This is an optimization exercise on Yosys and OpenROAD, whose aim is small area, not a production implementation. Where RTL was checked, it was by simulation tests only, not by an equivalence proof against the original.

## P
Design ibuf_rdreq_mgmt, start of the top module:
module ibuf_rdreq_mgmt #(
  parameter int unsigned BW       = 9,
  parameter int unsigned TAG_W    = 5,
  parameter int unsigned MX_OS_RQ = 4
) (
  input  logic             clk,
  input  logic             rst,
  input  logic [2:0]       cfg_max_rd_req_size,
  input  logic [63:0]      lbuf_addr,
  input  logic [31:0]      lbuf_len,
  input  logic             lbuf_en,
  output logic             lbuf_dn,
  input  logic [BW:0]      cons,
  output logic [BW:0]      committed_prod,
  output logic             rd,
  output logic [63:0]      hst_addr,
  output logic [9:0]       rd_qw,
  input  logic             rd_ack,
  input  logic [TAG_W-1:0] rd_tag,
  input  logic [TAG_W-1:0] cpl_tag,
  output logic [BW-1:0]    cpl_base,
  input  logic             cpl_vld,
  input  logic             cpl_last,
  output logic             err
);
Size in the first run: about 1,000 cells after synthesis, ~180 flip-flops, roughly 8500 um^2 of cells after synthesis.
export LEC_CHECK = 0
export CAP_MARGIN = 0
export CORE_MARGIN = 2
export CORE_UTILIZATION = 50
export SLEW_MARGIN = 0
create_clock -name core_clock -period 8.0 [get_ports {clk}]
standard.sh (not shown) runs the stock make flow with config.mk's settings and CLKGATE_MAP_FILE= SYNTH_SCRIPT=/design/flow/synth_recipe.tcl, a recipe that flattens the netlist after the stock synthesis.
==> flow/flow/run.sh <==
#!/bin/bash
# Layout: the standard flow with these changes.
# - Synthesis is the standard flow's own script (synth_recipe.tcl) with ORFS's synthesis, except that ABC
#   maps the logic for area with flow/area.abc (AIG node-count reduction with &deepsyn, then area-only mapping), and adders are left to ABC instead of being
#   mapped onto half/full-adder cells first (ADDER_MAP_FILE empty). Registers are mapped
#   before ABC runs, so they are the standard synthesis's.
# - Ports are buffered with buf_1 cells.
# - The clock tree uses clkbuf_8 cells and no dummy loads.
# Each tool's log is in orfs/logs/; make's output is in make_finish.log.
set -euo pipefail
work=$PWD
{
  head -n 1 synth_recipe.tcl
  cat <<EOT
proc abc {args} {
  set i [lsearch -exact \$args -script]
  if { \$i >= 0 } { set args [lreplace \$args [expr {\$i + 1}] [expr {\$i + 1}] $work/flow/area.abc] }
  yosys abc {*}\$args
}
EOT
  tail -n +2 synth_recipe.tcl
} > area_synth.tcl
bash standard.sh "SYNTH_SCRIPT=$work/area_synth.tcl" "ADDER_MAP_FILE=" \
  "BUFFER_PORTS_ARGS=-buffer_cell sky130_fd_sc_hd__buf_1" \
  "CTS_ARGS=-sink_clustering_enable -repair_clock_nets -dont_use_dummy_load -buf_list sky130_fd_sc_hd__clkbuf_8" \
  finish > make_finish.log 2>&1
==> flow/flow/area.abc <==
strash
&get -n
&deepsyn -T 30
&put
dc2
dch -f
amap -m
For Q, these inputs were changed with respect to P:
-- flow/design.v --
<<< P, line 60
  logic [63:3]      addr_nxt, addr_d;
  logic [31:0]      nleft_nxt, nleft_d;
  ptr_t             ipc, space;
  logic             ct, lt;      
  logic [NSlot-1:0] match, pend;
>>> Q, line 60
  logic [63:3]      addr_nxt, addr_d;
  logic [31:0]      nleft_nxt, nleft_d;
  ptr_t             ipc, free_qw;
  logic [9:0]       chunk_le;
  logic             ct, lt;      
  logic [NSlot-1:0] match, pend;
<<< P, line 120
  assign nleft_d = idle ? ~lbuf_len : nleft_nxt;
  assign ipc      = iprod_q + ptr_t'(chunk);
  assign space    = ipc - cons;
  assign space_ok = (space != '0) && (!space[9] || (space[8:0] == '0));
  always_comb begin
    state_d = state_q;
>>> Q, line 121
  assign nleft_d = idle ? ~lbuf_len : nleft_nxt;
  assign ipc      = iprod_q + ptr_t'(chunk);
  assign free_qw  = ipc - cons;
  assign space_ok = (free_qw != '0) && (!free_qw[9] || (free_qw[8:0] == '0));
  always_comb begin
    state_d = state_q;
## What came out
Post-cts repair resize count: Q vs P — no meaningful difference
As far as number of fillers in the final layout goes, Q and P are indistinguishable; the numbers are identical.
As far as cell area after technology mapping goes, Q and P are indistinguishable; the numbers are identical.
Portion of the clock cycle consumed by the worst path in the final layout: P vs Q identical
Remaining antenna violation count after routing of Q is on par with P.
Reported for P and Q, hold path depth turned out identical to the last digit.
From P to Q, share of the final layout cell area in sequential cells did not move at all.
Going from P to Q, instance count of the mapped netlist comparable; total of buffers placed on input and output ports closely matched the old numbers; share of final-layout standard cells stronger than drive strength 1 comparable.
No functional check of the RTL was part of Q.

port drivers added, routing unchanged:
No port has a modelled driver above. Below, the same layouts with a new extraction and two added sets of constraints.
Step 1: set_driving_cell puts a clkbuf_16 on clk and a buf_2 on each other input, an assumption about the parent block.
Step 2 also shifts input and output timing later by t, the mid clock arrival at the registers, as if the neighbouring blocks saw the same clock.
Slacks: no drivers / after step 1 / after step 2; pairs: no drivers / after step 1.
run | t (ns) | setup slack, ns | worst setup path after step 2 | pins driven straight from the clock port
P | 0.484 | 1.582 / 1.566 / 1.083 | input to register | 1
Q | 0.484 | 1.582 / 1.566 / 1.083 | input to register | 1
After both steps every run listed still meets setup and hold.
